What follows belongs to an exercise in optimizing a design on an open flow for small area; a production flow would make more cautious choices. Function was checked by simulation only, so behaviour that the tests miss may differ from the original.

$ cat flow/run.sh
#!/bin/bash
# synth_recipe.tcl (not shown) runs the flow's synth.tcl, then flattens the netlist and writes it again
# the make line also repeats each setting of config.mk as NAME=value (left out here)
make -C /OpenROAD-flow-scripts/flow DESIGN_CONFIG=/design/flow/config.mk WORK_HOME=/design/flow/orfs CLKGATE_MAP_FILE= SYNTH_SCRIPT=/design/flow/synth_recipe.tcl finish
$ cat flow/config.mk
export PLATFORM = sky130hd
export DESIGN_NAME = dsp48a1_slice
export DESIGN_NICKNAME = dsp48a1_slice
export VERILOG_FILES = /design/flow/design.v
export SDC_FILE = /design/flow/constraint.sdc
export NUM_CORES = 4
export LEC_CHECK = 0
export CAP_MARGIN = 20
export CORE_MARGIN = 2
export CORE_UTILIZATION = 40
export SLEW_MARGIN = 20
$ cat flow/constraint.sdc
create_clock -name core_clock -period 8.0 [get_ports {CLK}]
set_input_delay 1.6000 -clock core_clock [delete_from_list [all_inputs] [get_ports {CLK}]]
set_output_delay 1.6000 -clock core_clock [all_outputs]
set_load 0.01 [all_outputs]
$ cat flow/design.v
module dsp48a1_slice #(
  parameter int unsigned A0REG       = 0,
  parameter int unsigned A1REG       = 1,
  parameter int unsigned B0REG       = 0,
  parameter int unsigned B1REG       = 1,
  parameter int unsigned CREG        = 1,
  parameter int unsigned DREG        = 1,
  parameter int unsigned MREG        = 1,
  parameter int unsigned PREG        = 1,
  parameter int unsigned CARRYINREG  = 1,
  parameter int unsigned CARRYOUTREG = 1,
  parameter int unsigned OPMODEREG   = 1,
  parameter              CARRYINSEL  = "OPMODE5",
  parameter              B_INPUT     = "DIRECT"
) (
  input  logic        CLK,
  input  logic        RSTA,
  input  logic        RSTB,
  input  logic        RSTC,
  input  logic        RSTD,
  input  logic        RSTM,
  input  logic        RSTP,
  input  logic        RSTOPMODE,
  input  logic        RSTCARRYIN,
  input  logic        CEA,
  input  logic        CEB,
  input  logic        CEC,
  input  logic        CED,
  input  logic        CEM,
  input  logic        CEP,
  input  logic        CEOPMODE,
  input  logic        CECARRYIN,
  input  logic [17:0] A,
  input  logic [17:0] B,
  input  logic [17:0] BCIN,
  input  logic [17:0] D,
  input  logic [47:0] C,
  input  logic [47:0] PCIN,
  input  logic        CARRYIN,
  input  logic [7:0]  OPMODE,
  output logic [35:0] M,
  output logic [47:0] P,
  output logic [47:0] PCOUT,
  output logic [17:0] BCOUT,
  output logic        CARRYOUT,
  output logic        CARRYOUTF
);
  localparam int unsigned OPW = 18;
  localparam int unsigned MW  = 36;
  localparam int unsigned PW  = 48;
  localparam int unsigned SW  = PW + 1;
  localparam int unsigned OMW = 8;
  localparam bit B_DIRECT     = (B_INPUT == "DIRECT");
  localparam bit B_CASCADE    = (B_INPUT == "CASCADE");
  localparam bit CIN_FROM_OP5 = (CARRYINSEL == "OPMODE5");
  localparam bit CIN_FROM_PIN = (CARRYINSEL == "CARRYIN");
  logic [OPW-1:0] a0_q, a1_q, b0_d, b0_q, b1_d, b1_q, d_q;
  logic [PW-1:0]  c_q, p_d, p_q, x_mux, z_mux;
  logic [MW-1:0]  m_d, m_q;
  logic [OMW-1:0] opmode_q;
  logic           cin_d, cin_q, co_d, co_q;
  logic [SW-1:0]  post_sum;
  if (OPMODEREG != 0) begin : g_op_reg
    always_ff @(posedge CLK or negedge RSTOPMODE)
      if (!RSTOPMODE)    opmode_q <= '0;
      else if (CEOPMODE) opmode_q <= OPMODE;
  end else begin : g_op_wire
    assign opmode_q = OPMODE;
  end
  if (A0REG != 0) begin : g_a0_reg
    always_ff @(posedge CLK or negedge RSTA)
      if (!RSTA)    a0_q <= '0;
      else if (CEA) a0_q <= A;
  end else begin : g_a0_wire
    assign a0_q = A;
  end
  if (A1REG != 0) begin : g_a1_reg
    always_ff @(posedge CLK or negedge RSTA)
      if (!RSTA)    a1_q <= '0;
      else if (CEA) a1_q <= a0_q;
  end else begin : g_a1_wire
    assign a1_q = a0_q;
  end
  assign b0_d = B_DIRECT ? B : (B_CASCADE ? BCIN : '0);
  if (B0REG != 0) begin : g_b0_reg
    always_ff @(posedge CLK or negedge RSTB)
      if (!RSTB)    b0_q <= '0;
      else if (CEB) b0_q <= b0_d;
  end else begin : g_b0_wire
    assign b0_q = b0_d;
  end
  if (DREG != 0) begin : g_d_reg
    always_ff @(posedge CLK or negedge RSTD)
      if (!RSTD)    d_q <= '0;
      else if (CED) d_q <= D;
  end else begin : g_d_wire
    assign d_q = D;
  end
  always_comb begin
    b1_d = b0_q;
    if (opmode_q[4]) b1_d = opmode_q[6] ? (d_q - b0_q) : (d_q + b0_q);
  end
  if (B1REG != 0) begin : g_b1_reg
    always_ff @(posedge CLK or negedge RSTB)
      if (!RSTB)    b1_q <= '0;
      else if (CEB) b1_q <= b1_d;
  end else begin : g_b1_wire
    assign b1_q = b1_d;
  end
  if (CREG != 0) begin : g_c_reg
    always_ff @(posedge CLK or negedge RSTC)
      if (!RSTC)    c_q <= '0;
      else if (CEC) c_q <= C;
  end else begin : g_c_wire
    assign c_q = C;
  end
  assign m_d = MW'(b1_q) * MW'(a1_q);
  if (MREG != 0) begin : g_m_reg
    always_ff @(posedge CLK or negedge RSTM)
      if (!RSTM)    m_q <= '0;
      else if (CEM) m_q <= m_d;
  end else begin : g_m_wire
    assign m_q = m_d;
  end
  assign cin_d = CIN_FROM_OP5 ? opmode_q[5] : (CIN_FROM_PIN ? CARRYIN : 1'b0);
  if (CARRYINREG != 0) begin : g_cin_reg
    always_ff @(posedge CLK or negedge RSTCARRYIN)
      if (!RSTCARRYIN)    cin_q <= 1'b0;
      else if (CECARRYIN) cin_q <= cin_d;
  end else begin : g_cin_wire
    assign cin_q = cin_d;
  end
  always_comb begin
    x_mux = '0;
    unique case (opmode_q[1:0])
      2'b00: x_mux = '0;
      2'b01: x_mux = PW'(m_q);
      2'b10: x_mux = p_q;
      2'b11: x_mux = {d_q[11:0], a1_q, b1_q};
    endcase
  end
  always_comb begin
    z_mux = '0;
    unique case (opmode_q[3:2])
      2'b00: z_mux = '0;
      2'b01: z_mux = PCIN;
      2'b10: z_mux = p_q;
      2'b11: z_mux = c_q;
    endcase
  end
  always_comb begin
    if (opmode_q[7]) post_sum = {1'b0, z_mux} - ({1'b0, x_mux} + SW'(cin_q));
    else             post_sum = {1'b0, z_mux} + {1'b0, x_mux} + SW'(cin_q);
  end
  assign p_d  = post_sum[PW-1:0];
  assign co_d = post_sum[PW];
  if (PREG != 0) begin : g_p_reg
    always_ff @(posedge CLK or negedge RSTP)
      if (!RSTP)    p_q <= '0;
      else if (CEP) p_q <= p_d;
  end else begin : g_p_wire
    assign p_q = p_d;
  end
  if (CARRYOUTREG != 0) begin : g_co_reg
    always_ff @(posedge CLK or negedge RSTCARRYIN)
      if (!RSTCARRYIN)    co_q <= 1'b0;
      else if (CECARRYIN) co_q <= co_d;
  end else begin : g_co_wire
    assign co_q = co_d;
  end
  assign M         = m_q;
  assign P         = p_q;
  assign PCOUT     = p_q;
  assign BCOUT     = b1_q;
  assign CARRYOUT  = co_q;
  assign CARRYOUTF = co_q;
endmodule
==> results.py <==
metrics = {
    "die": {
        "ios": 346,
        "core_um2": 68300,
        "dieArea_um2": 70900,
        "fp.dieW_um": 266,
        "die_y_um": 266,
        "rows": 96,
        "initial_core_util": 0.402,
    },
    "yosys": {
        "synth_cell_types": 79,
        "yosys.area.top_type": "fa_1",
        "avgSynthCellArea_um2": 8.89,
        "synth-edff-count": 0,
        "netlist_top_cells_count": "inv_1 (444), nand2_1 (288), ha_1 (267), fa_1 (261), mux2_2 (198)",
        "ys_warn_count": 1,
        "syn-cell-area_um2": 27500,
        "synth-main-ff-cell": "dfrtp_1",
        "synth_async_sr_flop_share": 1.00,
        "synth_most_common_cell": "inv_1",
        "synthTopCellsByArea": "fa_1 (19%), dfrtp_1 (18%), ha_1 (12%)",
        "synth_nets": 3815,
        "ys_seq_area_frac": 0.178,
        "ys_ff_latch": 196,
        "synth_top_cell_area_share": 0.190,
        "postSynthCellCount": 3093,
    },
    "min_path": {
        "hold_class": "flip-flop to flip-flop",
    },
    "global_routing": {
        "grt_max_degree": 61,
        "antenna_found_initial": 1,
        "grt_overflow": 0,
        "grt_pass1_vias": 22700,
        "grt_util_all_layers": 0.252,
        "grt_pass1_wl_um": 136000,
    },
    "clocking": {
        "cts_made_buffers": 17,
        "cts_tree": "yes",
        "cts.sinks": 196,
        "clk_pin_slew_ns": 0.08,
        "ctsResizeCount": 0,
        "clk_latency_ns": 0.52,
        "clockBufferDepth": 2,
        "cts_root_buffer": "clkbuf_16",
        "htreeDepth": 4,
        "cts_setup_buffers": 0,
        "cts_hold_buffers": 0,
    },
    "timing": {
        "rsz0062_at_grt": "no",
        "finalCritPeriodShare": 0.921,
        "maxSlewViolCount": 0,
        "period_needed_ns": 7.37,
        "fmax_mhz": 136,
        "fin_setup_tns_ns": 0,
        "hold_viol_final": 0,
        "clock_skew_ns": 0.0187,
        "setup_viol": 0,
        "worst_pin_slew_ns": 1.21,
        "slew_headroom": 0.188,
    },
    "final_layout": {
        "nNetsFinal": 4008,
        "area_growth_pct": 16.1,
        "fin_cells": 4182,
        "fin_util": 0.467,
        "fillerInstances": 6624,
        "drive_above_1_share": 0.0967,
    },
    "detailed_routing": {
        "viasPerCell": 5.45,
        "routedWlPerCell_um": 21.2,
        "drt_iter0_drc": 1729,
        "routed_wl_um": 88500,
        "via_count": 22800,
        "antenna_left": 0,
        "firstDrtPassIters": 5,
        "drc": 0,
    },
    "critical_path": {
        "critPathArrivalTime_ns": 7.74,
        "worst-path-max-fanout": 12,
        "required_ns": 8.37,
        "r2r_slack_ns": 0.63,
        "critPathKind": "flip-flop to flip-flop",
        "end_kind": "flip-flop",
        "crit_path_start_kind": "flip-flop",
    },
    "placed_design": {
        "place_hpwl_um": 70100,
        "io_buffer_count": 326,
        "dpl.cell_count": 4149,
        "gp_congestion": 0.919,
    },
    "job": {
        "drv_cap": 0,
    },
    "run_status": {
        "status": "no timing/DRC/antenna violations",
    },
}
cell type report:
type / instances / area [um2] / share of cell area
Antenna cell: 1 / 2.50 / 0.0000784
Clock buffer: 19 / 433 / 0.0136
Clock inverter: 13 / 166 / 0.00521
Inverter: 445 / 1670 / 0.0523
Multi-Input combinational cell: 2242 / 20000 / 0.626
Sequential cell: 196 / 4910 / 0.154
Tap cell: 882 / 1100 / 0.0346
Timing Repair Buffer: 384 / 3670 / 0.115
state kept, by name, summed over array words and instances (netlist names), 8 cells and up:
name	count
opmode_q	8
c_q	48
a1_q	18
d_q	18
b1_q	18
p_q	48
m_q	36
metal layers:
layer / wire, um / up-vias / track usage
li1: - / 10600 / -
met1: 40300 / 11400 / 0.356
met2: 40100 / 692 / 0.396
met3: 6450 / 90 / 0.0506
met4: 1590 / 0 / 0.0572
met5: 0 / - / 0
worst max-delay path, stage by stage (launching register included):
cell	delay, ns
dfrtp_1	0.91
and2_1	0.25
fa_1	0.42
inv_1	0.08
fa_1	0.44
fa_1	0.50
fa_1	0.55
inv_1	0.05
fa_1	0.49
inv_1	0.05
fa_1	0.47
inv_1	0.04
ha_1	0.35
nand2_1	0.10
o21ai_0	0.26
a31oi_1	0.17
a31oi_1	0.32
nand2_1	0.21
o31ai_1	0.51
a41o_1	0.31
nor4_1	0.06
o41ai_1	0.42
xnor2_1	0.17
a21oi_1	0.08
worst paths after layout:
path | startpoint | endpoint | cells past startpoint
max reg2reg | b1_q[6]$_DFFE_PN0P_ | m_q[35]$_DFFE_PN0P_ | 23
max | b1_q[6]$_DFFE_PN0P_ | m_q[35]$_DFFE_PN0P_ | 23
max in group asynchronous | RSTB | b1_q[6]$_DFFE_PN0P_ | 1
min in group asynchronous | RSTC | c_q[27]$_DFFE_PN0P_ | 2
min | opmode_q[5]$_DFFE_PN0P_ | cin_q$_DFFE_PN0P_ | 2
min reg2reg | opmode_q[5]$_DFFE_PN0P_ | cin_q$_DFFE_PN0P_ | 2
per-stage QoR:
step | worst slack [ns] | area [um2] | hold slack [ns]
floorplan | 1.33 | 27500 | 0.444
global placement | 0.703 | 31300 | 0.482
detailed placement | 0.701 | 31300 | 0.484
CTS | 0.672 | 31900 | 0.506
global route | 0.251 | 31900 | 0.521
finish | 0.629 | 31900 | 0.505
cells in the final DEF, fill, tap and decap left out, types with 13 or more instances in the layout:
cell             synthesis  layout
inv_1                  444     444
clkdlybuf4s50_1          0     320
nand2_1                288     288
ha_1                   267     267
fa_1                   261     261
mux2_2                 198     198
dfrtp_1                196     191
a21oi_1                173     173
nor2_1                 145     145
and2_1                 144     144
xnor2_1                100     100
o21ai_0                 90      90
a22o_1                  66      66
a21o_1                  60      60
buf_4                   49      58
xor2_1                  41      41
nor2b_1                 37      35
mux2i_1                 29      29
a31oi_1                 27      27
a22oi_1                 23      23
o21a_1                  23      23
nand3_1                 23      23
o21bai_1                21      21
nand2b_1                20      20
o211ai_1                18      18
nor3_1                  17      17
clkbuf_16                0      17
a211oi_1                14      14
and3_1                  13      13
cells by family after synthesis:
kind of cell / after synthesis / share of synthesized area
buf+inv: 655 / 0.0961
fa+ha+maj: 528 / 0.311
mux: 228 / 0.0920
flops: 196 / 0.178
simple gates: 743 / 0.130
compound gates: 602 / 0.148
xor+xnor: 141 / 0.0449

## re-timing with driven ports
The flow's constraints put no driver on any port. The routed layout listed below was extracted and timed again, unchanged, in two steps. Step 1: set_driving_cell puts a clkbuf_16 on CLK and a buf_2 on each other input, an assumption about the parent block. Step 2 moves the port delays by t, midway between the first and last clock arrival at a register: inputs arrive t later, outputs are due t later. That takes back most of the time a late clock gives input paths. Three values: ideal, step 1, step 2; two values: the first two.
t (ns): 0.568
slack for setup (ns): 0.629 / 0.629 / 0.629
worst slew at a driven data input, ns: 0.07
pins driven straight from the clock port: 1
After both steps setup and hold are still met in this run. The setup slack of this run moves by 0.000 ns with the drivers and by 0.000 ns with both steps.
